From an optimization exercise on the open Yosys and OpenROAD flow, aimed at a short achievable clock period and few clock cycles; shortcuts taken in it are not production practice.
In this exercise RTL edits were held to simulation tests only and were not proved equivalent to the original.
No driver is modelled on the clock port, so clock power and skew are understated where the tree is cut down; a real chip needs a root buffer or a tree.
Power is estimated from default activity; no workload was simulated.

Setup of xenon:
==> flow/design.v (excerpt) <==
module out_ctrl_top (
    input  logic                     aclk,
    input  logic                     aresetn,
    input  logic                     start,
    input  logic [31:0]              dst_addr,
    input  logic [383:0]             result,
    input  logic                     result_valid,
    output logic                     busy,
    output logic                     finish_irq,
    output logic [31:0]              m_axi_awaddr,
    output logic                     m_axi_awvalid,
    input  logic                     m_axi_awready,
    output logic [7:0]               m_axi_awlen,
    output logic [31:0]              m_axi_wdata,
    output logic [3:0]               m_axi_wstrb,
    output logic                     m_axi_wlast,
    output logic                     m_axi_wvalid,
    input  logic                     m_axi_wready
);
Settings: LEC_CHECK=0, ABC_CLOCK_PERIOD_IN_PS=1500, CAP_MARGIN=20, CORE_MARGIN=2, CORE_UTILIZATION=40, SETUP_SLACK_MARGIN=3.2, SLEW_MARGIN=20; clock period 5.0 ns.
standard.sh (not shown) runs the stock make flow with config.mk's settings and CLKGATE_MAP_FILE= SYNTH_SCRIPT=/design/flow/synth_recipe.tcl, a recipe that flattens the netlist after the stock synthesis.
==> flow/flow/run.sh <==
#!/bin/bash
# Standard ORFS layout with three changes: the clock tree is built by
# pre_cts.tcl, the port buffers are buf_4 instead of the smallest buffer, and
# timing repair may change a cell's footprint (MATCH_CELL_FOOTPRINT=0).
# Each tool's full output stays in orfs/logs; make's own output in make.log.
set -euo pipefail
HERE=$(cd "$(dirname "${BASH_SOURCE[0]}")" && pwd)
export PRE_CTS_TCL="$HERE/pre_cts.tcl"
export MATCH_CELL_FOOTPRINT=0
export BUFFER_PORTS_ARGS="-buffer_cell sky130_fd_sc_hd__buf_4"
bash ./standard.sh MATCH_CELL_FOOTPRINT=0 "BUFFER_PORTS_ARGS=-buffer_cell sky130_fd_sc_hd__buf_4" finish > make.log 2>&1
==> flow/flow/pre_cts.tcl <==
# Sourced by ORFS's cts.tcl before it runs clock_tree_synthesis (PRE_CTS_TCL).
# Replaces TritonCTS's tree with a balanced two-level tree: buf_16 roots,
# buf_12 leaves (see tree.tcl); the rest of the CTS step (legalisation, timing repair) is
# ORFS's own.
source [file join [file dirname [info script]] tree.tcl]

proc clock_tree_synthesis {args} {
  # 2x2 root buffers, each driving 2x4 leaf buffers of about 20 flip-flops
  build_clock_tree aclk 2 2 2 4 sky130_fd_sc_hd__buf_12 sky130_fd_sc_hd__buf_16
  set_propagated_clock [all_clocks]
}
==> flow/flow/tree.tcl <==
# Balanced two-level clock tree, built in place of TritonCTS (bufname for the
# leaves, rootname, if given, for the roots).
# The clock port drives NROOT root buffers; each root drives a group of leaf
# buffers; each leaf drives a cluster of flip-flop clock pins. Clusters come
# from splitting the sinks into equal-count tiles by x, then by y, so every
# leaf has about the same load and every sink the same number of buffers.

proc tree_split {items key n} {
  # split items (lists {iterm x y}) into n groups of near-equal size along key (1 = x, 2 = y)
  set sorted [lsort -real -index $key $items]
  set len [llength $sorted]
  set groups {}
  for {set i 0} {$i < $n} {incr i} {
    set a [expr {($i * $len) / $n}]
    set b [expr {(($i + 1) * $len) / $n - 1}]
    lappend groups [lrange $sorted $a $b]
  }
  return $groups
}

proc tree_centroid {items} {
  set sx 0.0
  set sy 0.0
  foreach it $items {
    set sx [expr {$sx + [lindex $it 1]}]
    set sy [expr {$sy + [lindex $it 2]}]
  }
  set n [llength $items]
  return [list [expr {int($sx / $n)}] [expr {int($sy / $n)}]]
}

proc tree_buffer {block master name x y in_net out_net} {
  set inst [odb::dbInst_create $block $master $name]
  $inst setLocation $x $y
  $inst setPlacementStatus PLACED
  [$inst findITerm A] connect $in_net
  [$inst findITerm X] connect $out_net
  return $inst
}

proc build_clock_tree {clk_port nroot_x nroot_y nleaf_x nleaf_y bufname {rootname ""}} {
  set db [ord::get_db]
  set block [ord::get_db_block]
  set master [$db findMaster $bufname]
  if {$rootname eq ""} { set rootname $bufname }
  set rmaster [$db findMaster $rootname]
  set clk_net [[$block findBTerm $clk_port] getNet]

  set sinks {}
  foreach it [$clk_net getITerms] {
    set xy [$it getAvgXY]
    if {[lindex $xy 0] == 0} {
      set loc [[$it getInst] getLocation]
      set xy [list 1 [lindex $loc 0] [lindex $loc 1]]
    }
    lappend sinks [list $it [lindex $xy 1] [lindex $xy 2]]
  }
  puts "clock tree: [llength $sinks] sinks on [$clk_net getName]"

  set r 0
  set l 0
  foreach rcol [tree_split $sinks 1 $nroot_x] {
    foreach rgrp [tree_split $rcol 2 $nroot_y] {
      set rnet [odb::dbNet_create $block "clknet_root_$r"]
      $rnet setSigType CLOCK
      set rc [tree_centroid $rgrp]
      set leaves {}
      foreach lcol [tree_split $rgrp 1 $nleaf_x] {
        foreach lgrp [tree_split $lcol 2 $nleaf_y] {
          set lnet [odb::dbNet_create $block "clknet_leaf_$l"]
          $lnet setSigType CLOCK
          foreach s $lgrp {
            set it [lindex $s 0]
            $it disconnect
            $it connect $lnet
          }
          set lc [tree_centroid $lgrp]
          tree_buffer $block $master "clkbuf_leaf_$l" [lindex $lc 0] [lindex $lc 1] $rnet $lnet
          incr l
        }
      }
      tree_buffer $block $rmaster "clkbuf_root_$r" [lindex $rc 0] [lindex $rc 1] $clk_net $rnet
      incr r
    }
  }
  puts "clock tree: $r root and $l leaf buffers"
}
Testbench counts of xenon, summed over its fixed seeds: cycles 24,592.
Input-level comparison between sierra and xenon:
- a change of CORE_UTILIZATION from 40 to 55
==> flow/flow/pre_cts.tcl <==
# Sourced by ORFS's cts.tcl before it runs clock_tree_synthesis (PRE_CTS_TCL).
# Replaces TritonCTS's tree with a balanced two-level tree of clkbuf_16
# (see tree.tcl); the rest of the CTS step (legalisation, timing repair) is
# ORFS's own.
source [file join [file dirname [info script]] tree.tcl]

proc clock_tree_synthesis {args} {
  # 2x2 root buffers, each driving 2x3 leaf buffers of about 24 flip-flops
  build_clock_tree aclk 2 2 2 3 sky130_fd_sc_hd__clkbuf_16
  set_propagated_clock [all_clocks]
}
--- a/flow/flow/tree.tcl
+++ b/flow/flow/tree.tcl
@@ -1,2 +1 @@
-# Balanced two-level clock tree, built in place of TritonCTS (bufname for the
-# leaves, rootname, if given, for the roots).
+# Balanced two-level clock tree, built in place of TritonCTS.
@@ -41 +40 @@
-proc build_clock_tree {clk_port nroot_x nroot_y nleaf_x nleaf_y bufname {rootname ""}} {
+proc build_clock_tree {clk_port nroot_x nroot_y nleaf_x nleaf_y bufname} {
@@ -45,2 +43,0 @@
-  if {$rootname eq ""} { set rootname $bufname }
-  set rmaster [$db findMaster $rootname]
@@ -82 +79 @@
-      tree_buffer $block $rmaster "clkbuf_root_$r" [lindex $rc 0] [lindex $rc 1] $clk_net $rnet
+      tree_buffer $block $master "clkbuf_root_$r" [lindex $rc 0] [lindex $rc 1] $clk_net $rnet
[summary]
Cmp xenon and sierra / proportion of power drawn by combinational gates / higher: xenon. From xenon to sierra the numbers moved as follows: final period demand of the worst path moved up, end-of-flow core utilization moved up, achievable clock frequency moved down. Compared with xenon, sierra shows a worst-case setup margin in the final layout that is 0.034 ns lower. Power in sierra is 2.5% below xenon.
Relative to sierra, the following input files were edited for delta:
==> flow/flow/pre_cts.tcl <==
# Sourced by ORFS's cts.tcl before it runs clock_tree_synthesis (PRE_CTS_TCL).
# Replaces TritonCTS's tree with a balanced two-level tree: buf_16 roots,
# buf_12 leaves (see tree.tcl); the rest of the CTS step (legalisation, timing repair) is
# ORFS's own.
source [file join [file dirname [info script]] tree.tcl]

proc clock_tree_synthesis {args} {
  # 2x2 root buffers, each driving 2x4 leaf buffers of about 20 flip-flops
  build_clock_tree aclk 2 2 2 4 sky130_fd_sc_hd__buf_12 sky130_fd_sc_hd__buf_16
  set_propagated_clock [all_clocks]
}
--- a/flow/flow/tree.tcl
+++ b/flow/flow/tree.tcl
@@ -1 +1,2 @@
-# Balanced two-level clock tree, built in place of TritonCTS.
+# Balanced two-level clock tree, built in place of TritonCTS (bufname for the
+# leaves, rootname, if given, for the roots).
@@ -40 +41 @@
-proc build_clock_tree {clk_port nroot_x nroot_y nleaf_x nleaf_y bufname} {
+proc build_clock_tree {clk_port nroot_x nroot_y nleaf_x nleaf_y bufname {rootname ""}} {
@@ -43,0 +45,2 @@
+  if {$rootname eq ""} { set rootname $bufname }
+  set rmaster [$db findMaster $rootname]
@@ -79 +82 @@
-      tree_buffer $block $master "clkbuf_root_$r" [lindex $rc 0] [lindex $rc 1] $clk_net $rnet
+      tree_buffer $block $rmaster "clkbuf_root_$r" [lindex $rc 0] [lindex $rc 1] $clk_net $rnet
==> results.txt <==
- Compared with sierra, in delta setup slack saw an increase, worst slack on hold paths higher, fraction of area in registers now sits at about the same level, average wire length per cell after detail routing moved down.
- Share of post-route cells with drive strength above 1 down 0.97 points in delta wrt sierra
No run of this note takes its clock network from TritonCTS; it comes from the design's own scripts or RTL.

* * *

job 105:
Another version of the RTL of out_ctrl_top (not shown whole).
Size: ~1400 cells after synthesis, about 570 flip-flops, roughly 500 I/O pins, roughly 0.021 sq mm of cells after synthesis.
==> flow/config.mk <==
export PLATFORM = sky130hd
export DESIGN_NAME = out_ctrl_top
export DESIGN_NICKNAME = out_ctrl_top
export VERILOG_FILES = /design/flow/design.v
export SDC_FILE = /design/flow/constraint.sdc
export NUM_CORES = 4
export LEC_CHECK = 0
export ABC_CLOCK_PERIOD_IN_PS = 1500
export CAP_MARGIN = 20
export CORE_MARGIN = 2
export CORE_UTILIZATION = 40
export SETUP_SLACK_MARGIN = 3.2
export SLEW_MARGIN = 20
==> flow/constraint.sdc <==
create_clock -name core_clock -period 5.0 [get_ports {aclk}]
set_input_delay 1.0000 -clock core_clock [delete_from_list [all_inputs] [get_ports {aclk}]]
set_output_delay 1.0000 -clock core_clock [all_outputs]
set_load 0.01 [all_outputs]
==> flow/flow/run.sh <==
#!/bin/bash
# Standard ORFS layout, except that the clock tree is built by pre_cts.tcl.
# Each tool's full output stays in orfs/logs; make's own output in make.log.
set -euo pipefail
HERE=$(cd "$(dirname "${BASH_SOURCE[0]}")" && pwd)
export PRE_CTS_TCL="$HERE/pre_cts.tcl"
bash ./standard.sh finish > make.log 2>&1
Other scripts of this flow, unchanged in this note and not shown: flow/flow/pre_cts.tcl, flow/flow/tree.tcl
Job 105: PASS, flow complete, no timing, DRC or antenna violations
Testbench counts of job 105, summed over its fixed seeds: cycles 24,592.
The inputs of job 104 differ from those of job 105 as listed below.
==> flow/flow/run.sh <==
#!/bin/bash
# Standard ORFS layout with three changes: the clock tree is built by
# pre_cts.tcl, the port buffers are buf_4 instead of the smallest buffer, and
# timing repair may change a cell's footprint (MATCH_CELL_FOOTPRINT=0).
# Each tool's full output stays in orfs/logs; make's own output in make.log.
set -euo pipefail
HERE=$(cd "$(dirname "${BASH_SOURCE[0]}")" && pwd)
export PRE_CTS_TCL="$HERE/pre_cts.tcl"
export MATCH_CELL_FOOTPRINT=0
export BUFFER_PORTS_ARGS="-buffer_cell sky130_fd_sc_hd__buf_4"
bash ./standard.sh MATCH_CELL_FOOTPRINT=0 "BUFFER_PORTS_ARGS=-buffer_cell sky130_fd_sc_hd__buf_4" finish > make.log 2>&1
Findings:
The estimated power of job 104 ends up lower than the estimate for job 105.
The final reports for job 104 and job 105 show layout-stage area growth over the synthesis result lower in the former.
Synthesized area: job 104 vs job 105 identical
In every run of this note, the design's own scripts or RTL, not TritonCTS, make the clock network.

==> static timing again, ports no longer ideal <==
How much do the figures lean on ideal ports? The routed layouts below were timed once more, with nothing changed but the port constraints.
Step 1 (the two cells are an assumption about what drives the block):
set clk [get_ports {aclk}]
set_driving_cell -lib_cell sky130_fd_sc_hd__clkbuf_16 $clk
set_driving_cell -lib_cell sky130_fd_sc_hd__buf_2 [delete_from_list [all_inputs] $clk]
Step 2 moves the port delays by t, midway between the first and last clock arrival at a register: inputs arrive t later, outputs are due t later. That takes back most of the time a late clock gives input paths.
a / b / c = no drivers / after step 1 / after step 2; a / b = the first two.
| run | t, ns | setup slack, ns | worst setup path after step 2 |
|---|---|---|---|
| xenon | 0.468 | 3.115 / 2.968 / 2.764 | input to register |
| sierra | 0.483 | 3.080 / 2.953 / 2.815 | input to register |
| delta | 0.454 | 3.118 / 2.981 / 2.779 | input to register |
| job 105 | 0.482 | 2.874 / 2.874 / 2.767 | input to register |
| job 104 | 0.482 | 2.843 / 2.843 / 2.843 | register to register |
After both steps every run listed still meets setup and hold. The setup slack of xenon, which loses most, moves by -0.147 ns with the drivers and by -0.351 ns with both steps.
